This design comes from an exercise in tuning for small area and a short achievable clock period on the open sky130 flow, not from production work. The RTL was checked by simulation tests, not by an equivalence proof against the original design. No activity file was given, so power comes from the tool's default toggle rates.

### design/flow/design.v
module trace_capture_buf #(
  parameter  int DATA_W = 32,
  parameter  int DEPTH  = 64,
  localparam int ADDR_W = $clog2(DEPTH)
) (
  input  logic              clk,
  input  logic              rst,
  input  logic              arm,
  input  logic [ADDR_W:0]   post_cnt,
  input  logic              sample_en,
  input  logic [DATA_W-1:0] sample_data,
  input  logic              trig,
  output logic [1:0]        state,
  output logic [ADDR_W:0]   count,
  output logic              wrapped,
  output logic              rd_valid,
  output logic [DATA_W-1:0] rd_data,
  output logic              rd_last,
  input  logic              rd_ready
);
  localparam logic [1:0] S_IDLE = 2'd0;
  localparam logic [1:0] S_PRE  = 2'd1;
  localparam logic [1:0] S_POST = 2'd2;
  localparam logic [1:0] S_DUMP = 2'd3;
  localparam logic [ADDR_W:0] DEPTH_C = (ADDR_W+1)'(DEPTH);
  localparam logic [ADDR_W:0] ONE_C   = (ADDR_W+1)'(1);
  localparam int LO_B = 3;
  localparam int LO_W = 1 << LO_B;       
  localparam int HI_W = DEPTH / LO_W;    
  logic [1:0]          state_q;
  logic [ADDR_W:0]     count_q;
  logic                wrapped_q;
  logic [ADDR_W:0]     win_q;       
  localparam int NL   = 4;              
  localparam int LW   = DATA_W / NL;
  logic                rd_valid_q;
  logic [DATA_W-1:0]   rd_data_q;
  logic                rd_last_q;
  logic [DATA_W-1:0]   mem_q [DEPTH];
  wire capt  = (state_q == S_PRE) || (state_q == S_POST);
  wire smp   = capt && sample_en;
  wire full  = (count_q == DEPTH_C);
  wire win1  = (win_q == ONE_C);
  wire trg   = (state_q == S_PRE) ? trig : 1'b1;    
  wire dump  = (state_q == S_DUMP);
  wire more  = !(rd_valid_q && rd_last_q);
  wire adv   = dump && (!rd_valid_q || rd_ready);
  wire ld    = adv && more;
  wire enter = smp && trg && win1;
  wire [ADDR_W:0] post_clamp = (post_cnt == '0)     ? ONE_C :
                               (post_cnt > DEPTH_C) ? DEPTH_C : post_cnt;
  wire [ADDR_W-1:0] first = full ? ADDR_W'(DEPTH - 1) : count_q[ADDR_W-1:0];
  logic [DATA_W-1:0] rd_mux;
  logic              at_row0, at_rowN;
  for (genvar l = 0; l < NL; l++) begin : g_lane
    logic [LO_W-1:0] rlo_q, rlo_d;
    logic [HI_W-1:0] rhi_q, rhi_d;
    logic [LW-1:0]   mux;
    wire             hi_step = ld && rlo_q[0];
    always_comb begin : g_mux
      logic [LW-1:0] grp, acc;
      acc = rd_data_q[l*LW +: LW] & {LW{!ld}};
      for (int g = 0; g < HI_W; g++) begin
        grp = '0;
        for (int j = 0; j < LO_W; j++)
          grp = grp | (mem_q[g*LO_W+j][l*LW +: LW] & {LW{rlo_q[j]}});
        acc = acc | (grp & {LW{rhi_q[g] && ld}});
      end
      mux = acc;
    end
    assign rd_mux[l*LW +: LW] = mux;
    always_comb begin
      for (int j = 0; j < LO_W; j++)
        rlo_d[j] = (enter && first[LO_B-1:0] == LO_B'(j)) ||
                   (ld && rlo_q[(j+1)%LO_W]) || (!ld && !enter && rlo_q[j]);
      for (int g = 0; g < HI_W; g++)
        rhi_d[g] = (enter && first[ADDR_W-1:LO_B] == (ADDR_W-LO_B)'(g)) ||
                   (hi_step && rhi_q[(g+1)%HI_W]) || (!hi_step && !enter && rhi_q[g]);
    end
    always_ff @(posedge clk) begin
      rlo_q <= rlo_d;
      rhi_q <= rhi_d;
    end
  end
  assign at_row0 = g_lane[0].rlo_q[0] && g_lane[0].rhi_q[0];
  assign at_rowN = g_lane[0].rlo_q[LO_W-1] && g_lane[0].rhi_q[HI_W-1];
  wire idle   = (state_q == S_IDLE);
  wire pre    = (state_q == S_PRE);
  wire post   = (state_q == S_POST);
  wire start  = idle && arm;
  wire fin    = adv && !more;
  wire go_dmp = smp && trg && win1;
  wire [1:0] state_d;
  assign state_d[0] = start || (pre && !(sample_en && trig && !win1)) ||
                      (post && sample_en && win1) || (dump && !fin);
  assign state_d[1] = (pre && sample_en && trig) || post || (dump && !fin);
  always_ff @(posedge clk) begin
    state_q    <= rst ? S_IDLE : state_d;
    count_q    <= (rst || start) ? '0 : count_q + (ADDR_W+1)'(smp && !full);
    wrapped_q  <= !rst && !start && (wrapped_q || (smp && full));
    rd_valid_q <= !rst && dump && (!rd_valid_q || !rd_ready || !rd_last_q);
    rd_last_q  <= ld ? at_row0 : at_rowN;
    rd_data_q  <= rd_mux;
  end
  always_ff @(posedge clk) begin
    if (start)
      win_q <= post_clamp;
    if (smp && trg)
      win_q <= win_q - ONE_C;
  end
  always_ff @(posedge clk) begin
    if (smp) begin
      mem_q[0] <= sample_data;
      for (int i = 1; i < DEPTH; i++)
        mem_q[i] <= mem_q[i-1];
    end
  end
  assign state    = state_q;
  assign count    = count_q;
  assign wrapped  = wrapped_q;
  assign rd_valid = rd_valid_q;
  assign rd_data  = rd_data_q;
  assign rd_last  = rd_last_q;
endmodule
### design/flow/flow/run.sh
#!/bin/bash
# The standard layout, except that the ports are buffered with a plain
# buffer (buf_4) instead of the delay cell buffer_ports picks by default.
# Each step's full output goes to its own log in the work folder.
set -euo pipefail
bash standard.sh synth > synth.log 2>&1
bash standard.sh 'BUFFER_PORTS_ARGS=-buffer_cell sky130_fd_sc_hd__buf_4' finish > layout.log 2>&1
### design/flow/standard.sh
#!/bin/bash
# synth_recipe.tcl (not shown) runs the flow's synth.tcl, then flattens the netlist and writes it again
# the make line also repeats each setting of config.mk as NAME=value (left out here)
make -C /OpenROAD-flow-scripts/flow DESIGN_CONFIG=/design/flow/config.mk WORK_HOME=/design/flow/orfs CLKGATE_MAP_FILE= SYNTH_SCRIPT=/design/flow/synth_recipe.tcl "${@:-finish}"
### design/flow/config.mk
export PLATFORM = sky130hd
export DESIGN_NAME = trace_capture_buf
export DESIGN_NICKNAME = trace_capture_buf
export VERILOG_FILES = /design/flow/design.v
export SDC_FILE = /design/flow/constraint.sdc
export NUM_CORES = 4
export LEC_CHECK = 0
export CAP_MARGIN = 20
export CORE_MARGIN = 2
export CORE_UTILIZATION = 40
export CTS_CLUSTER_DIAMETER = 70
export CTS_CLUSTER_SIZE = 27
export PLACE_DENSITY = 0.8
export SETUP_SLACK_MARGIN = 2.3
export SLEW_MARGIN = 20
### design/flow/constraint.sdc
create_clock -name core_clock -period 4.5 [get_ports {clk}]
set_input_delay 0.9000 -clock core_clock [delete_from_list [all_inputs] [get_ports {clk}]]
set_output_delay 0.9000 -clock core_clock [all_outputs]
set_load 0.01 [all_outputs]
==> summary.txt, run 1 <==
Setup path
  – Critical path type: reg2reg
  – Crit start category: flip-flop
  – Most used cell, CP: ha_4
  – Crit-path max cell delay: ~410 ps
  – Crit path DAT: between 2000 and 3000 ps
  – CP bufs+invs: 1
  – Required time worst endpoint: about 5200 ps
  – Crit Path Max Fanout: 5
  – Slowest cell on the critical path: nor4_2
  – Delay-heaviest family, CP: simple AND/OR/NAND/NOR gates
  – Worst-path cell chain: buf_4, nor4_2, nand3_2, and2_1, ha_4, ha_4, nand2_1, o21ai_0, a21oi_1
  – Critical path endpoint category: flip-flop

Floorplan
  – I/O Pins: roughly 90
  – Initial cell density of the core: 0.4022
  – Die X: roughly 440 um
  – Area of the die: just under 0.2 mm^2
  – Die Y: between 400 and 500 um
  – Row count: ~160
  – Core area: between 0.15 and 0.2 mm^2

Synth
  – Asr flop ratio synth: 0
  – EDFF count, synth: a little over 2000
  – Main synth FF type: edfxtp_1
  – Sequential area share after synthesis: 0.8256
  – Number of library cell types mapped by synthesis: 49
  – Synth Cell Area: roughly 0.077 mm^2
  – Avg Cell Area, Syn: between 15 and 20 um^2
  – Count leader, synth: edfxtp_1
  – Synth top area share: 0.7976
  – Commonest cells post-synth: 2055 x edfxtp_1, 1060 x a22oi_1, 256 x nand4_1, 111 x clkbuf_1, 108 x dfxtp_1
  – Yosys reg bits: ~2200
  – Cells after Synth: approximately 4100
  – Synth area leaders: edfxtp_1 80%, a22oi_1 10%, dfxtp_1 2.8%, nand4_1 2.1%, a221o_1 0.72%
  – Post-synth top area cell: edfxtp_1
  – Mapped Nets: roughly 4200
  – Yosys warning count: 2

CTS
  – CTS Root Cell: clkbuf_16
  – CTS tree: done
  – H-tree levels: 3
  – Clock sink count: approximately 2200
  – Cts hold-fix bufs: 0
  – CTS clock-pin slew for the worst setup and hold paths: about 100 ps
  – Clock latency (worst-skew pair): ~770 ps
  – Clock buffer depth: 3
  – Cts bufs inserted: just under 100

GRT
  – Vias in the first global route: roughly 42000
  – Global route overflow: 0
  – First-pass GRT wire length: approximately 260000 um
  – GRT Total Usage: 0.1718
  – Maximum number of pins on one net before global-route repair: about 130
  – Initial antenna violation count: 5

STA
  – Fin. Hold Viols: 0
  – Worst-margin pin slew: between 1000 and 1500 ps
  – Fin crit share: 0.4972
  – Maximum clock frequency: approximately 0.45 GHz
  – Setup violators final: 0
  – RSZ-0062 raised after global routing: true
  – Final min period: 2237 ps
  – Slew HR: 0.3313
  – Skew final: roughly 38 ps
  – Hold WS: about 320 ps
  – Pins over their slew limit: 0

Finish
  – Nets: 4212
  – Post-route cell area: 0.08572 mm^2
  – Layout cells sized above 1: 0.1139
  – Multi-input gate area: ~0.012 mm^2
  – Layout area overhead: 10.80%
  – Fin cells: just under 7000
  – FILL cells: ~16000
  – Finished Core Util: 0.4456
  – Sequential Area: between 0.06 and 0.07 mm^2

Placed design
  – Placed Instances: 6532
  – I/O Buffers: approximately 90
  – Placed Area: between 0.08 and 0.09 mm^2
  – Placer congestion estimate: approximately 0.79
  – Post-DP HPWL: between 90000 and 100000 um

Routing
  – Initial DRC Count: between 6000 and 7000
  – DRT antenna net count: 0
  – Routed WL: roughly 180000 um
  – Via density: 6.291
  – Detailed Routing Iterations Pass 1: 10
  – Post-DR wirelength/cell: between 20 and 30 um
  – Vias: between 40000 and 50000
  – Remaining DRCs: 0

Min path
  – Worst Hold Class: in2reg

Pwr
  – Total power: around 37000 uW
  – Pwr Density: 429.7 mW/mm^2
  – Leak: around 0.024 uW
  – VDD IR max: 0.3766 mV

Outcome
  – Status: no timing/DRC/antenna violations

Flow run
  – Max_cap viols: 0
path summary, 6_finish.rpt:
path	from	to	slack (ps)	depth (start not counted)
max	count_q[3]	count_q[6]	2260	9
min	sample_data[28]	mem_q[0][28]	320	1
max reg2reg	count_q[3]	count_q[6]	2260	9
min reg2reg	mem_q[59][25]	mem_q[60][25]	430	0
layout by cell type (no fill, tap or decap), types with 6 or more instances in the layout:
cell type and count:
a21o_1 20, a21oi_1 12, a221o_1 56, a222oi_1 49, a22oi_1 1060, a31oi_1 29
and3_1 12, buf_12 15, buf_16 26, buf_4 109, buf_6 48, buf_8 10
bufbuf_16 7, clkbuf_1 39, clkbuf_16 101, clkbuf_8 7, dfxtp_1 32, dfxtp_2 19
dfxtp_4 57, edfxtp_1 2055, inv_1 6, inv_6 6, nand2_1 17, nand3_1 30
nand3b_1 6, nand4_1 256, nor2_1 24, nor2_4 6, nor3_4 7, o21ai_0 11
sequential cells by signal, summed over array words and instances (netlist names):
register and flops:
wrapped_q 1, win_q 7, rd_data_q 32, g_lane.rhi_q 32, count_q 7, state_q 2
rd_last_q 1, mem_q 2048, g_lane.rlo_q 32, rd_valid_q 1
power breakdown:
part / switching [uW] / internal [uW]
Sequential: 756 / 23200
Combinational: 1350 / 749
Clock: 6230 / 4500
area by class of cell:
type | count | area share
diodes | 4 | 0.0001168
clock buffers | 145 | 0.03173
clock inverters | 35 | 0.005269
inverters | 6 | 0.0002627
multi-input cells | 1673 | 0.1452
flip-flops and latches | 2163 | 0.7479
well taps | 2526 | 0.03687
repair buffers | 217 | 0.03270
cell families (layout without fill, tap and decap cells):
family,after synthesis,in the layout,synth area share
adders and majority gates,8,8,0.001294
other,0,4,0
AOI/OAI and AO/OA,1261,1262,0.1249
and+or+nand+nor,393,395,0.03031
DFF,2163,2163,0.8256
buffers and inverters,288,403,0.01696
xor gates and xnor gates,8,8,0.0009056
timing repair:
item / CTS / global route
setup buffers: 28 / 3
setup endpoints to repair: 1939 / 304
cloned: 20 / 2
pin swaps: 2 / 2
gates resized for setup: 180 / 29
layer usage:
layer	vias up	GRT usage	wire length (um)
li1	17640	-	-
met1	21690	0.2304	66650
met2	2935	0.2752	84570
met3	326	0.03136	18950
met4	0	0.07438	7421
met5	-	0	0
through the flow:
step / worst slack (ps) / setup TNS (ps)
floorplan: -3686 / -4238920
global placement: 1542 / 0
detailed placement: 1498 / 0
CTS: 2216 / 0
global route: 2243 / 0
finish: 2263 / 0
==> run 2, diff against run 1 <==
--- a/design/flow/config.mk
+++ b/design/flow/config.mk
@@ -10,6 +10,5 @@
 export CORE_UTILIZATION = 40
 export CTS_CLUSTER_DIAMETER = 70
 export CTS_CLUSTER_SIZE = 27
-export PLACE_DENSITY = 0.8
 export SETUP_SLACK_MARGIN = 2.3
 export SLEW_MARGIN = 20
==> summary.txt, run 2 <==
Outcome
  – Status: no timing/DRC/antenna violations

Min path
  – Worst Hold Class: in2reg
  – Hold path start: sample_data[4]

Synth
  – Mux contribution to synthesized area: 0 (unchanged)
  – Yosys reg bits: 2163 (unchanged)
  – Main combinational cell family by area after synthesis: compound AO/OA/AOI/OAI gates
  – Synth Cell Area: 0.07737 mm^2 (unchanged)
  – Main synth FF type: edfxtp_1
  – Sequential area share after synthesis: 0.8256 (unchanged)
  – Avg Cell Area, Syn: 18.77 um^2 (unchanged)
  – Compound-Gate Fraction of Synth Area: 0.1249 (unchanged)
  – EDFF count, synth: 2055 (unchanged)
  – Mapped Nets: 4174 (unchanged)
  – Number of library cell types mapped by synthesis: 49 (unchanged)
  – Simple-gate share of the synthesized area: 0.03031 (unchanged)
  – Commonest cells post-synth: 2055 x edfxtp_1, 1060 x a22oi_1, 256 x nand4_1, 111 x clkbuf_1, 108 x dfxtp_1
  – Synthesized-area fraction occupied by adder cells: 0.001294 (unchanged)
  – Count leader, synth: edfxtp_1
  – Cells after Synth: 4121 (unchanged)
  – Asr flop ratio synth: 0 (unchanged)
  – Synth area leaders: edfxtp_1 80%, a22oi_1 10%, dfxtp_1 2.8%, nand4_1 2.1%, a221o_1 0.72%
  – Yosys warning count: 2 (unchanged)
  – XOR/XNOR Fraction of Synth Area: 0.0009057 (unchanged)
  – Post-synth top area cell: edfxtp_1
  – Synth top area share: 0.7976 (unchanged)

GRT
  – Maximum number of pins on one net before global-route repair: 158 (+26%)
  – Vias in the first global route: 40820 (-2.8%)
  – Global route overflow: 0 (unchanged)
  – GRT Total Usage: 0.1786 (+0.006823)
  – First-pass GRT wire length: 269200 um (+2.1%)
  – Busiest grt layer: met2
  – Grt met2 use: 0.2832 (+0.008011)
  – Met3 usage: 0.02924 (-0.002119)
  – Initial antenna violation count: 3 (-2)
  – Met1 track demand over resource: 0.2520 (+0.02159)

STA
  – Skew final: 46.21 ps (+8.689 ps)
  – Final min period: 2245 ps (+7.240 ps)
  – PnR worst setup slack: 2255 ps (-7.240 ps)
  – Fin crit share: 0.4988 (+0.001609)
  – RSZ-0062 raised after global routing: true
  – Worst-margin pin slew: 1138 ps (+136.5 ps)
  – Maximum clock frequency: 0.4455 GHz (-0.32%)
  – Pins over their slew limit: 0 (unchanged)
  – Setup violators final: 0 (unchanged)
  – Fin. Hold Viols: 0 (unchanged)
  – Slew HR: 0.2402 (-0.09111)

Floorplan
  – Die Y: 443.8 um (unchanged)
  – Die X: 443.8 um (unchanged)
  – Row count: 161 (unchanged)
  – I/O Pins: 89 (unchanged)
  – Area of the die: 0.1970 mm^2 (unchanged)
  – Core area: 0.1924 mm^2 (unchanged)
  – Initial cell density of the core: 0.4022 (unchanged)

Pwr
  – Clock share of power: 0.327 (+0.036)
  – Total power: 38710 uW (+5.1%)
  – Pwr Density: 445.3 mW/mm^2 (+3.6%)
  – NetSw: 8895 uW (+6.8%)
  – Leak: 0.02506 uW (+2.6%)
  – Comb power frac: 0.055 (-0.002)
  – Internal power: 29810 uW (+4.6%)
  – Seq pwr share: 0.618 (-0.034)
  – Switching part of the total: 0.2298 (+0.003596)
  – VDD IR max: 0.4481 mV (+19%)

CTS
  – Cts bufs inserted: 112 (+14%)
  – Clock latency (worst-skew pair): 780 ps (about the same)
  – CTS clock-pin slew for the worst setup and hold paths: 100 ps (about the same)
  – Clock sink count: 2163 (unchanged)
  – Clock buffer depth: 3 (unchanged)
  – CTS Root Cell: clkbuf_16
  – H-tree levels: 3 (unchanged)
  – CTS tree: done

Routing
  – Vias: 41560 (-2.4%)
  – Post-DR wirelength/cell: 26.81 um (+2.2%)
  – Remaining DRCs: 0 (unchanged)
  – Initial DRC Count: 5658 (-16%)
  – DRT antenna net count: 0 (unchanged)
  – Routed WL: 183400 um (+3.3%)
  – Detailed Routing Iterations Pass 1: 8 (-2)
  – Via density: 6.074 (-3.5%)

Finish
  – Most common cell after layout, fill and taps aside: edfxtp_1
  – Nets: 4268 (+1.3%)
  – Sequential Area: 0.06413 mm^2 (about the same)
  – Multi-input gate area: 0.01245 mm^2 (about the same)
  – Layout area overhead: 12.36%
  – Most flop-heavy register: mem_q
  – FILL cells: 16160 (+3.7%)
  – Layout cells sized above 1: 0.1361 (+0.02216)
  – Max reg flops: 2048 (unchanged)
  – Commonest cells after routing, fill and taps aside: 2055 x edfxtp_1, 1060 x a22oi_1, 256 x nand4_1
  – Finished Core Util: 0.4519 (+0.006296)

Setup path
  – Critical path endpoint category: output pin
  – Delay-heaviest family, CP: flip-flops
  – CP startpoint: wrapped_q
  – Worst r2r src: g_lane[2].rlo_q[3]
  – Slowest cell on the critical path: dfxtp_4
  – Required time worst endpoint: 3600 ps (-1570 ps)
  – Crit-path max cell delay: 440 ps (+30 ps)
  – Crit Path Max Fanout: 2 (-3)
  – Crit path DAT: 1340 ps (-1570 ps)
  – Worst-path cell chain: buf_6
  – Critical path type: reg2out
  – CP bufs+invs: 1 (unchanged)
  – Crit start category: flip-flop

Placed design
  – Pre-CTS setup slack: 1504 ps (+5.960 ps)
  – Post-DP HPWL: 98180 um (+1.6%)
  – I/O Buffers: 88 (unchanged)
  – Placer congestion estimate: 0.7467 (-5.4%)

Flow run
  – Max_cap viols: 0 (unchanged)
[run 2: cell counts after synthesis]
Identical to the previous run, type by type.
[run 2: through the flow]
step / area (um^2) / hold slack [ps] / std cells / TNS [ps]
CTS: 86560 / 227.1 / 6822 / 0
global placement: 81250 / 427.4 / 6560 / 0
detailed placement: 81250 / 432.9 / 6560 / 0
global route: 86930 / 252.3 / 6841 / 0
finish: 86930 / 287.7 / 6842 / 0
floorplan: 77560 / 426.8 / 4121 / -4238920
[run 2: path summary, 6_finish.rpt]
check,endpoint,slack (ps),cells after the start
worst min-delay path,mem_q[0][4],290,1
worst min register to register,mem_q[22][20],430,0
worst max register to register,rd_data_q[18],2320,6
worst max-delay path,wrapped,2260,1
[run 2: power groups by stage]
stage	combinational, uW	sequential (uW)	clock [uW]
2_1_floorplan	1200	24300	0
3_3_place_gp	1870	24400	0
3_5_place_dp	1900	24400	0
4_1_cts	2100	23900	13000
5_1_grt	2290	24000	13600
6_report	2120	23900	12700
[run 2: cell type report]
class / count / share of cell area
sequential: 2163 / 0.7377
multi-input combinational: 1674 / 0.1433
tap: 2526 / 0.03636
timing repair buffer: 258 / 0.03490
clock buffer: 126 / 0.03368
clock inverter: 86 / 0.01379
inverter: 6 / 0.0002591
antenna: 3 / 0.00008636
[run 2: cell families after synthesis]
logic type / after synthesis
adders and majority gates: 8
AOI/OAI and AO/OA: 1261
DFF: 2163
buffers and inverters: 288
and+or+nand+nor: 393
xor gates and xnor gates: 8
[run 2: routing by layer]
metal  vias to the layer above  part of all wire
met5                         -                 0
met1                     21830              0.42
li1                      17780                 -
met3                       228             0.073
met4                         0             0.029
met2                      1713              0.47
[run 2: timing repair]
action,4_1_cts,5_1_grt
gates cloned,8,2
buffers inserted,42,15
setup endpoints to repair,1981,848
pin swaps,5,5
gates resized for setup,186,31
endpoints found under the hold margin,0,0
hold buffers,0,0
==> run 3, diff against run 2 <==
--- a/design/flow/config.mk
+++ b/design/flow/config.mk
@@ -10,5 +10,6 @@
 export CORE_UTILIZATION = 40
 export CTS_CLUSTER_DIAMETER = 70
 export CTS_CLUSTER_SIZE = 27
+export PLACE_DENSITY = 0.7
 export SETUP_SLACK_MARGIN = 2.3
 export SLEW_MARGIN = 20
==> summary.txt, run 3 <==
Outcome
  – Status: no timing/DRC/antenna violations

Synth
  – Asr flop ratio synth: 0 (unchanged)
  – EDFF count, synth: 2055 (unchanged)
  – Main synth FF type: edfxtp_1
  – Count leader, synth: edfxtp_1
  – Number of library cell types mapped by synthesis: 49 (unchanged)
  – Commonest cells post-synth: 2055 x edfxtp_1, 1060 x a22oi_1, 256 x nand4_1, 111 x clkbuf_1, 108 x dfxtp_1
  – Avg Cell Area, Syn: 18.77 um^2 (unchanged)
  – Sequential area share after synthesis: 0.8256 (unchanged)
  – Cells after Synth: 4121 (unchanged)
  – Yosys warning count: 2 (unchanged)
  – Synth area leaders: edfxtp_1 80%, a22oi_1 10%, dfxtp_1 2.8%, nand4_1 2.1%, a221o_1 0.72%
  – Post-synth top area cell: edfxtp_1
  – Synth top area share: 0.7976 (unchanged)
  – Mapped Nets: 4174 (unchanged)
  – Yosys reg bits: 2163 (unchanged)
  – Synth Cell Area: 0.07737 mm^2 (unchanged)

Finish
  – Nets: 4207 (-1.4%)
  – FILL cells: 15980 (-1.1%)
  – Max reg flops: 2048 (unchanged)
  – Commonest cells after routing, fill and taps aside: 2055 x edfxtp_1, 1060 x a22oi_1, 256 x nand4_1
  – Most flop-heavy register: mem_q
  – Most common cell after layout, fill and taps aside: edfxtp_1
  – Layout cells sized above 1: 0.1180 (-0.01805)
  – Sequential Area: 0.06410 mm^2 (about the same)
  – Multi-input gate area: 0.01243 mm^2 (-0.16%)
  – Layout area overhead: 10.80%

Routing
  – Initial DRC Count: 6069 (+7.3%)
  – Remaining DRCs: 0 (unchanged)
  – Top sig layer: met4
  – Post-DR wirelength/cell: 25.83 um (-3.6%)
  – Detailed Routing Iterations Pass 1: 7 (-1)
  – DRT antenna net count: 0 (unchanged)
  – DR WL met2: 83150 um (-4.5%)
  – Wl on met1: 70630 um (-9.2%)
  – Via density: 6.153 (+1.3%)
  – Vias: 41670 (+0.27%)
  – Routed WL: 174900 um (-4.6%)
  – Met3 routed WL: 15600 um (+17%)

Min path
  – Worst Hold Class: in2reg
  – Hold path start: sample_data[23]

GRT
  – Global route overflow: 0 (unchanged)
  – Initial antenna violation count: 4 (+1)
  – First-pass GRT wire length: 260000 um (-3.4%)
  – Maximum number of pins on one net before global-route repair: 185 (+17%)
  – GRT Total Usage: 0.1701 (-0.008553)
  – Vias in the first global route: 40700 (-0.29%)

Floorplan
  – Initial cell density of the core: 0.4022 (unchanged)
  – Row count: 161 (unchanged)
  – Die Y: 443.8 um (unchanged)
  – Die X: 443.8 um (unchanged)
  – Core area: 0.1924 mm^2 (unchanged)
  – Area of the die: 0.1970 mm^2 (unchanged)
  – I/O Pins: 89 (unchanged)

CTS
  – CTS Root Cell: clkbuf_16
  – H-tree levels: 3 (unchanged)
  – CTS tree: done
  – Cts bufs inserted: 106 (-5.4%)
  – Clock sink count: 2163 (unchanged)
  – CTS clock-pin slew for the worst setup and hold paths: 100 ps (about the same)
  – Clock latency (worst-skew pair): 770 ps (about the same)
  – Clock buffer depth: 3 (unchanged)

STA
  – Maximum clock frequency: 0.4506 GHz (+1.1%)
  – Fin crit share: 0.4932 (-0.005640)
  – PnR worst setup slack: 2281 ps (+25.38 ps)
  – Hold WS: 310.9 ps (+23.21 ps)
  – Fin. Hold Viols: 0 (unchanged)
  – Pins over their slew limit: 0 (unchanged)
  – Skew final: 36.39 ps (-9.817 ps)
  – Slew HR: 0.2939 (+0.05372)
  – Final min period: 2219 ps (-25.38 ps)
  – Setup TNS: 0 ps (unchanged)
  – Worst-margin pin slew: 1058 ps (-80.47 ps)
  – Setup violators final: 0 (unchanged)
  – RSZ-0062 raised after global routing: true

Flow run
  – Max_cap viols: 0 (unchanged)

Placed design
  – Placer congestion estimate: 0.7860 (+5.3%)
  – I/O Buffers: 88 (unchanged)
  – Pre-CTS setup slack: 1477 ps (-26.90 ps)
  – Post-DP HPWL: 93750 um (-4.5%)

Setup path
  – Crit-path max cell delay: 430 ps (about the same)
  – CP startpoint: rd_data_q[2]
  – Required time worst endpoint: 3600 ps (about the same)
  – Crit start category: flip-flop
  – Critical path endpoint category: output pin
  – Crit Path Max Fanout: 2 (unchanged)
  – Worst r2r src: state_q[0]
  – Worst-path cell chain: buf_6
  – Slowest cell on the critical path: dfxtp_4
  – Delay-heaviest family, CP: flip-flops
  – Crit path DAT: 1320 ps (-20 ps)
  – Critical path type: reg2out
  – CP bufs+invs: 1 (unchanged)

Pwr
  – Total power: 37660 uW (-2.7%)
  – VDD IR max: 0.3862 mV (-14%)
  – Pwr Density: 439.3 mW/mm^2 (-1.3%)
  – Leak: 0.02448 uW (-2.3%)
==> run 3: cell counts after synthesis <==
No cell type changed its count.
==> run 3: logic make-up (layout without fill, tap and decap cells) <==
logic type	after synthesis	count (layout)	synth area share
compound gates	1261	1262	0.1249
xor+xnor	8	8	0.0009056
fa+ha+maj	8	8	0.001294
buf+inv	288	408	0.01696
flops	2163	2163	0.8256
other cells	0	2	0
simple gates	393	395	0.03031
==> run 3: what timing repair did <==
action / in CTS / in global routing
gates cloned: 7 / 3
hold buffers: 0 / 0
setup buffers: 24 / 4
pin swaps: 3 / 6
gates resized for setup: 166 / 34
endpoints found under the setup margin: 1731 / 706
==> run 3: path summary, 6_finish.rpt <==
| path | end | slack [ps] | cells after the start |
|---|---|---|---|
| worst max-delay path | rd_data[2] | 2280 | 1 |
| worst min-delay path | mem_q[0][23] | 310 | 1 |
| worst max register to register | mem_q[45][9] | 2290 | 6 |
| worst min register to register | mem_q[54][6] | 440 | 0 |
==> run 3: final cells by class <==
cell class / instances / area share
clock inverters: 62 / 0.008992
well taps: 2526 / 0.03687
multi-input cells: 1673 / 0.1450
diodes: 2 / 0.00005839
clock buffers: 136 / 0.03384
repair buffers: 204 / 0.02708
inverters: 6 / 0.0002627
flip-flops and latches: 2163 / 0.7479
==> run 3: per-layer routing <==
metal	vias up	track usage
li1	17640	-
met1	21500	0.2412
met2	2268	0.2689
met3	258	0.02764
met4	0	0.05504
met5	-	0
==> run 3: stage by stage <==
step | area [um^2] | utilization | std cells
2_1_floorplan | 77560 | - | 4121
3_3_place_gp | 80920 | 0.4206 | 6534
3_5_place_dp | 80920 | 0.4206 | 6534
4_1_cts | 85460 | 0.4442 | 6763
5_1_grt | 85720 | 0.4456 | 6772
6_report | 85720 | 0.4456 | 6772
==> run 3: power breakdown <==
group / switching (uW) / internal [uW] / total, uW / leakage (uW)
Clock: 6490 / 5200 / 11700 / 0.00177
Combinational: 1320 / 668 / 1990 / 0.00435
Sequential: 725 / 23300 / 24000 / 0.0184
Total: 8540 / 29100 / 37700 / 0.0245
==> run 4, diff against run 3 <==
--- a/design/flow/config.mk
+++ b/design/flow/config.mk
@@ -8,8 +8,7 @@
 export CAP_MARGIN = 20
 export CORE_MARGIN = 2
 export CORE_UTILIZATION = 40
-export CTS_CLUSTER_DIAMETER = 70
-export CTS_CLUSTER_SIZE = 27
-export PLACE_DENSITY = 0.7
+export CTS_CLUSTER_DIAMETER = 80
+export CTS_CLUSTER_SIZE = 30
 export SETUP_SLACK_MARGIN = 2.3
 export SLEW_MARGIN = 20
==> summary.txt, run 4 <==
Outcome
  – Status: no timing/DRC/antenna violations

GRT
  – Vias in the first global route: 40780 (+0.20%)
  – GRT Total Usage: 0.1780 (+0.007884)
  – Maximum number of pins on one net before global-route repair: 158 (-15%)
  – Global route overflow: 0 (unchanged)
  – First-pass GRT wire length: 268300 um (+3.2%)
  – Initial antenna violation count: 2 (-2)

Synth
  – Avg Cell Area, Syn: 18.77 um^2 (unchanged)
  – Yosys warning count: 2 (unchanged)
  – Sequential area share after synthesis: 0.8256 (unchanged)
  – Yosys reg bits: 2163 (unchanged)
  – Count leader, synth: edfxtp_1
  – Asr flop ratio synth: 0 (unchanged)
  – Post-synth top area cell: edfxtp_1
  – Mapped Nets: 4174 (unchanged)
  – Commonest cells post-synth: 2055 x edfxtp_1, 1060 x a22oi_1, 256 x nand4_1, 111 x clkbuf_1, 108 x dfxtp_1
  – Cells after Synth: 4121 (unchanged)
  – Synth area leaders: edfxtp_1 80%, a22oi_1 10%, dfxtp_1 2.8%, nand4_1 2.1%, a221o_1 0.72%
  – EDFF count, synth: 2055 (unchanged)
  – Number of library cell types mapped by synthesis: 49 (unchanged)
  – Synth top area share: 0.7976 (unchanged)
  – Main synth FF type: edfxtp_1
  – Synth Cell Area: 0.07737 mm^2 (unchanged)

Routing
  – Routed WL: 184100 um (+5.3%)
  – DRT antenna net count: 0 (unchanged)
  – Detailed Routing Iterations Pass 1: 6 (-1)
  – Vias: 41550 (-0.28%)
  – Via density: 6.092 (-0.98%)
  – Post-DR wirelength/cell: 27.00 um (+4.5%)
  – Remaining DRCs: 0 (unchanged)
  – Initial DRC Count: 5777 (-4.8%)

Finish
  – Post-route cell area: 0.08628 mm^2 (+0.66%)
  – Most flop-heavy register: mem_q
  – FILL cells: 16240 (+1.6%)
  – Layout area overhead: 11.52%
  – Commonest cells after routing, fill and taps aside: 2055 x edfxtp_1, 1055 x a22oi_1, 256 x nand4_1
  – Most common cell after layout, fill and taps aside: edfxtp_1
  – Finished Core Util: 0.4485 (+0.002920)
  – Max reg flops: 2048 (unchanged)
  – Nets: 4264 (+1.4%)
  – Layout cells sized above 1: 0.1335 (+0.01542)
  – Fin cells: 6820 (+0.71%)

CTS
  – CTS clock-pin slew for the worst setup and hold paths: 110 ps (about the same)
  – Clock sink count: 2163 (unchanged)
  – Cts bufs inserted: 99 (-6.6%)
  – Cts hold-fix bufs: 0 (unchanged)
  – Clock buffer depth: 3 (unchanged)
  – CTS Root Cell: clkbuf_16
  – H-tree levels: 3 (unchanged)
  – Clock latency (worst-skew pair): 760 ps (about the same)
  – CTS tree: done

STA
  – Pins over their slew limit: 0 (unchanged)
  – Setup violators final: 0 (unchanged)
  – Skew final: 35.75 ps (-0.6378 ps)
  – Final min period: 2230 ps (+10.74 ps)
  – Hold WS: 307.5 ps (-3.400 ps)
  – Fin crit share: 0.4956 (+0.002387)
  – Setup TNS: 0 ps (unchanged)
  – Slew HR: 0.2601 (-0.03379)
  – Fin. Hold Viols: 0 (unchanged)
  – Worst-margin pin slew: 1108 ps (+50.62 ps)
  – RSZ-0062 raised after global routing: true
  – Maximum clock frequency: 0.4484 GHz (-0.48%)

Floorplan
  – Area of the die: 0.1970 mm^2 (unchanged)
  – Core area: 0.1924 mm^2 (unchanged)
  – I/O Pins: 89 (unchanged)
  – Row count: 161 (unchanged)
  – Die X: 443.8 um (unchanged)
  – Die Y: 443.8 um (unchanged)
  – Initial cell density of the core: 0.4022 (unchanged)

Pwr
  – Switching part of the total: 0.2339 (+0.007222)
  – Internal power: 28620 uW (-1.7%)
  – NetSw: 8736 uW (+2.4%)
  – Clock share of power: 0.303 (-0.007)
  – Seq pwr share: 0.640 (+0.003)
  – Leak: 0.02479 uW (+1.3%)
  – Comb power frac: 0.057 (+0.004)
  – VDD IR max: 0.3335 mV (-14%)
  – Pwr Density: 432.9 mW/mm^2 (-1.4%)

Placed design
  – Placed Area: 0.08125 mm^2 (+0.41%)
  – Placer congestion estimate: 0.7467 (-5.0%)
  – I/O Buffers: 88 (unchanged)
  – Placed Instances: 6560 (+0.40%)
  – Post-DP HPWL: 98180 um (+4.7%)

Min path
  – Worst Hold Class: in2reg

Setup path
  – Required time worst endpoint: 3600 ps (about the same)
  – Crit Path Max Fanout: 2 (unchanged)
  – Crit path DAT: 1330 ps (about the same)
  – Worst-path cell chain: buf_6
  – Crit-path max cell delay: 450 ps (+20 ps)
  – Flop2flop setup slack: 2320 ps (+30 ps)
  – Crit start category: flip-flop
  – CP bufs+invs: 1 (unchanged)
  – Critical path endpoint category: output pin
  – Slowest cell on the critical path: dfxtp_4
  – Critical path type: reg2out
  – Delay-heaviest family, CP: flip-flops

Flow run
  – Max_cap viols: 0 (unchanged)
run 4: changes by cell type in the layout (fill, tap and decap cells not counted), sizes merged:
| cell | delta |
|---|---|
| buf | +60 |
| bufinv | -4 |
| clkbuf | -19 |
| clkinv | -4 |
| clkinvlp | -2 |
| diode | -1 |
| inv | +17 |
| o21a | +1 |
run 4: per-stage QoR:
step	worst slack [ps]	total power, uW
3_5_place_dp	1504	26280
5_1_grt	2235	38560
3_3_place_gp	1531	26240
2_1_floorplan	-3686	25530
6_report	2270	37350
4_1_cts	2213	37590
run 4: worst paths after layout:
kind / endpoint / cells past startpoint / startpoint
setup / recovery: wrapped / 1 / wrapped_q
hold reg to reg: mem_q[31][25] / 0 / mem_q[30][25]
hold / removal: mem_q[0][4] / 1 / sample_data[4]
setup reg to reg: rd_data_q[28] / 6 / rd_last_q
run 4: kinds of logic after synthesis:
kind of cell             count (synthesis)  share of synthesized area
XOR/XNOR                                 8                  0.0009056
flip-flops                            2163                     0.8256
adder cells (fa/ha/maj)                  8                   0.001294
AND/OR/NAND/NOR                        393                    0.03031
buffers and inverters                  288                    0.01696
AO/OA/AOI/OAI                         1261                     0.1249
run 4: metal layers:
metal	vias up	global-route usage	part of all wire
met3	225	0.02722	0.073
met5	-	0	0
li1	17780	-	-
met4	0	0.05894	0.030
met2	1763	0.2828	0.47
met1	21780	0.2516	0.42
run 4: cell type report:
cell class | count | area, um^2 | area share
well taps | 2526 | 3161 | 0.03663
diodes | 1 | 2.502 | 0.00002900
repair buffers | 267 | 3085 | 0.03576
flip-flops and latches | 2163 | 64120 | 0.7432
multi-input cells | 1674 | 12480 | 0.1446
clock buffers | 114 | 2595 | 0.03008
inverters | 6 | 22.52 | 0.0002610
clock inverters | 69 | 813.3 | 0.009426
run 4: power groups by stage:
| stage | Combinational [uW] | Clock (uW) | Sequential, uW |
|---|---|---|---|
| 6_report | 2130 | 11300 | 23900 |
| 3_5_place_dp | 1900 | 0 | 24400 |
| 4_1_cts | 2060 | 11600 | 23900 |
| 5_1_grt | 2300 | 12200 | 24000 |
| 3_3_place_gp | 1870 | 0 | 24400 |
| 2_1_floorplan | 1200 | 0 | 24300 |
run 4: what timing repair did:
| action | CTS | global route |
|---|---|---|
| gates cloned | 7 | 4 |
| pin swaps | 5 | 8 |
| setup buffers | 43 | 22 |
| resized for setup | 179 | 39 |
| endpoints found under the setup margin | 1975 | 943 |
==> run 5, diff against run 4 <==
==> design/flow/run.sh (new file) <==
#!/bin/bash
# synth_recipe.tcl (not shown) runs the flow's synth.tcl, then flattens the netlist and writes it again
# the make line also repeats each setting of config.mk as NAME=value (left out here)
make -C /OpenROAD-flow-scripts/flow DESIGN_CONFIG=/design/flow/config.mk WORK_HOME=/design/flow/orfs CLKGATE_MAP_FILE= SYNTH_SCRIPT=/design/flow/synth_recipe.tcl finish
--- a/design/flow/config.mk
+++ b/design/flow/config.mk
@@ -8,7 +8,7 @@
 export CAP_MARGIN = 20
 export CORE_MARGIN = 2
 export CORE_UTILIZATION = 40
-export CTS_CLUSTER_DIAMETER = 80
-export CTS_CLUSTER_SIZE = 30
+export CTS_CLUSTER_DIAMETER = 70
+export CTS_CLUSTER_SIZE = 27
 export SETUP_SLACK_MARGIN = 2.3
 export SLEW_MARGIN = 20
removed: design/flow/flow/run.sh
removed: design/flow/standard.sh
==> summary.txt, run 5 <==
Setup path
  – Critical path type: reg2reg
  – Crit path DAT: 2940 ps (+1610 ps)
  – Crit start category: flip-flop
  – Critical path endpoint category: flip-flop
  – Required time worst endpoint: 5190 ps (+1590 ps)
  – Crit Path Max Fanout: 7 (+5)

Finish
  – FILL cells: 16080 (-0.97%)
  – Most flop-heavy register: mem_q
  – Layout cells sized above 1: 0.1243 (-0.009140)
  – Layout area overhead: 12.69%
  – Most common cell after layout, fill and taps aside: edfxtp_1
  – Post-route cell area: 0.08719 mm^2 (+1.1%)
  – Commonest cells after routing, fill and taps aside: 2055 x edfxtp_1, 1060 x a22oi_1, 256 x nand4_1
  – Max reg flops: 2048 (unchanged)
  – Nets: 4268 (+0.094%)
  – Fin cells: 6838 (+0.26%)

Synth
  – Cells after Synth: 4121 (unchanged)
  – Avg Cell Area, Syn: 18.77 um^2 (unchanged)
  – Post-synth top area cell: edfxtp_1
  – EDFF count, synth: 2055 (unchanged)
  – Count leader, synth: edfxtp_1
  – Synth Cell Area: 0.07737 mm^2 (unchanged)
  – Synth area leaders: edfxtp_1 80%, a22oi_1 10%, dfxtp_1 2.8%, nand4_1 2.1%, a221o_1 0.72%
  – Number of library cell types mapped by synthesis: 49 (unchanged)
  – Synth top area share: 0.7976 (unchanged)
  – Mapped Nets: 4174 (unchanged)
  – Commonest cells post-synth: 2055 x edfxtp_1, 1060 x a22oi_1, 256 x nand4_1, 111 x clkbuf_1, 108 x dfxtp_1
  – Yosys warning count: 2 (unchanged)
  – Asr flop ratio synth: 0 (unchanged)
  – Main synth FF type: edfxtp_1
  – Yosys reg bits: 2163 (unchanged)
  – Sequential area share after synthesis: 0.8256 (unchanged)

Floorplan
  – Die Y: 443.8 um (unchanged)
  – Row count: 161 (unchanged)
  – Area of the die: 0.1970 mm^2 (unchanged)
  – Die X: 443.8 um (unchanged)
  – I/O Pins: 89 (unchanged)
  – Core area: 0.1924 mm^2 (unchanged)
  – Initial cell density of the core: 0.4022 (unchanged)

STA
  – Fin crit share: 0.5009 (+0.005307)
  – PnR worst setup slack: 2246 ps (-23.88 ps)
  – Worst-margin pin slew: 1052 ps (-56.14 ps)
  – Final min period: 2254 ps (+23.88 ps)
  – Skew final: 43.32 ps (+7.563 ps)
  – RSZ-0062 raised after global routing: true
  – Slew HR: 0.2976 (+0.03748)
  – Setup violators final: 0 (unchanged)
  – Fin. Hold Viols: 0 (unchanged)
  – Maximum clock frequency: 0.4437 GHz (-1.1%)
  – Pins over their slew limit: 0 (unchanged)

Placed design
  – Pre-CTS setup slack: 1064 ps (-439.8 ps)
  – Post-DP HPWL: 97720 um (-0.47%)
  – Placed Area: 0.08142 mm^2 (+0.21%)
  – I/O Buffers: 88 (unchanged)
  – Placer congestion estimate: 0.7775 (+4.1%)
  – Placed Instances: 6550 (-0.15%)

Routing
  – Via density: 6.127 (+0.57%)
  – Remaining DRCs: 0 (unchanged)
  – Vias: 41900 (+0.83%)
  – DRT antenna net count: 0 (unchanged)
  – Detailed Routing Iterations Pass 1: 6 (unchanged)
  – Initial DRC Count: 5357 (-7.3%)
  – Post-DR wirelength/cell: 26.80 um (-0.73%)
  – Routed WL: 183300 um (-0.47%)

CTS
  – Clock buffer depth: 3 (unchanged)
  – Cts bufs inserted: 111 (+12%)
  – Clock latency (worst-skew pair): 770 ps (about the same)
  – CTS tree: done
  – CTS clock-pin slew for the worst setup and hold paths: 100 ps (about the same)
  – CTS Root Cell: clkbuf_16
  – Clock sink count: 2163 (unchanged)
  – H-tree levels: 3 (unchanged)

GRT
  – Global route overflow: 0 (unchanged)
  – First-pass GRT wire length: 271100 um (+1.0%)
  – GRT Total Usage: 0.1786 (+0.0006365)
  – Maximum number of pins on one net before global-route repair: 140 (-11%)
  – Vias in the first global route: 41230 (+1.1%)
  – Initial antenna violation count: 1 (-1)

Min path
  – Worst Hold Class: reg2reg

Pwr
  – Pwr Density: 439.6 mW/mm^2 (+1.5%)
  – Leak: 0.02504 uW (+1.0%)
  – VDD IR max: 0.3129 mV (-6.2%)

Outcome
  – Status: no timing/DRC/antenna violations

Flow run
  – Max_cap viols: 0 (unchanged)
-- run 5: cell counts after synthesis --
No cell type changed its count.
-- run 5: metrics by stage --
step           hold slack (ps)  utilization   TNS, ps  total power (uW)
3_5_place_dp             432.9       0.4232         0             26320
5_1_grt                  420.8       0.4532         0             39560
6_report                 422.9       0.4532         0             38330
2_1_floorplan            426.8            -  -4238920             25530
4_1_cts                  418.6       0.4503         0             38570
3_3_place_gp             428.1       0.4232         0             26270
-- run 5: final cells by class --
type	count	area [um^2]	share of cell area
Tap cell	2526	3161	0.03625
Timing Repair Buffer	261	3550	0.04071
Clock inverter	89	1006	0.01154
Sequential cell	2163	64130	0.7355
Multi-Input combinational cell	1672	12450	0.1428
Antenna cell	1	2.502	0.00002870
Inverter	6	22.52	0.0002583
Clock buffer	120	2864	0.03285
-- run 5: per-layer routing --
layer	track usage	up-vias	wire (um)
met5	0	-	0
met4	0.05656	0	4784
met3	0.02090	232	13150
met2	0.2844	1848	87390
met1	0.2575	22020	77940
li1	-	17800	-
-- run 5: worst paths after layout --
path | start | endpoint | slack [ps] | depth (start not counted)
setup reg to reg | state_q[0] | count_q[6] | 2250 | 10
setup / recovery | state_q[0] | count_q[6] | 2250 | 10
hold reg to reg | mem_q[40][15] | mem_q[41][15] | 420 | 0
hold / removal | mem_q[40][15] | mem_q[41][15] | 420 | 0
-- run 5: report_power, final --
part           total [uW]  switching, uW  leakage [uW]  internal (uW)
clock               12100           6740       0.00186           5400
sequential          24000            714        0.0184          23200
combinational        2230           1400       0.00482            824
total               38300           8860        0.0250          29500
-- run 5: logic make-up (layout without fill, tap and decap cells) --
| group | Yosys count | in the layout | share of synthesized area |
|---|---|---|---|
| flip-flops | 2163 | 2163 | 0.8256 |
| AO/OA/AOI/OAI | 1261 | 1262 | 0.1249 |
| other | 0 | 1 | 0 |
| AND/OR/NAND/NOR | 393 | 394 | 0.03031 |
| XOR/XNOR | 8 | 8 | 0.0009056 |
| buffers and inverters | 288 | 476 | 0.01696 |
| adder cells (fa/ha/maj) | 8 | 8 | 0.001294 |
-- run 5: worst max-delay path, stage by stage, from the launching register on --
cell     delay [ps]
dfxtp_4         380
inv_2            40
ha_1            260
and2_4          240
buf_16          190
and2_4          170
ha_4            140
ha_4            140
nand2_1          80
or3_1           370
a21oi_2         130
-- run 5: what timing repair did --
action	in CTS	in global routing
endpoints found under the hold margin	0	0
resized for setup	403	41
buffers inserted	35	17
endpoints found under the setup margin	1901	1188
hold buffers	0	0
cloned	18	8
pin swaps	6	7

-- afterwards: timing with drivers on the ports --
In the flow no input, the clock included, has a driving cell. The finished layouts below were timed again as built, in two steps. Step 1 (the two cells are an assumption about what drives the block):
set clk [get_ports {clk}]
set_driving_cell -lib_cell sky130_fd_sc_hd__clkbuf_16 $clk
set_driving_cell -lib_cell sky130_fd_sc_hd__buf_2 [delete_from_list [all_inputs] $clk]
Step 2 times the ports against the registers' clock, not the clock port: input delays grow and output delays shrink by t, the midpoint of the rising clock arrivals with the driver on. a / b / c = no drivers / after step 1 / after step 2; a / b = the first two.
| run | t, ns | slack for setup (ns) | worst setup path after step 2 | worst register clock-pin slew, ns |
|---|---|---|---|---|
| run 1 | 0.817 | 2.263 / 2.211 / 1.709 | input to register | 0.11 / 0.11 |
| run 2 | 0.839 | 2.255 / 2.177 / 1.735 | input to register | 0.11 / 0.11 |
| run 3 | 0.824 | 2.281 / 2.206 / 1.616 | input to register | 0.11 / 0.11 |
| run 4 | 0.812 | 2.270 / 2.195 / 1.786 | input to register | 0.11 / 0.11 |
| run 5 | 0.835 | 2.246 / 2.179 / 1.588 | input to register | 0.10 / 0.10 |
After both steps every run listed still meets setup and hold. For run 3, which loses most, drivers alone change the setup slack by -0.075 ns; drivers and shift together by -0.665 ns.
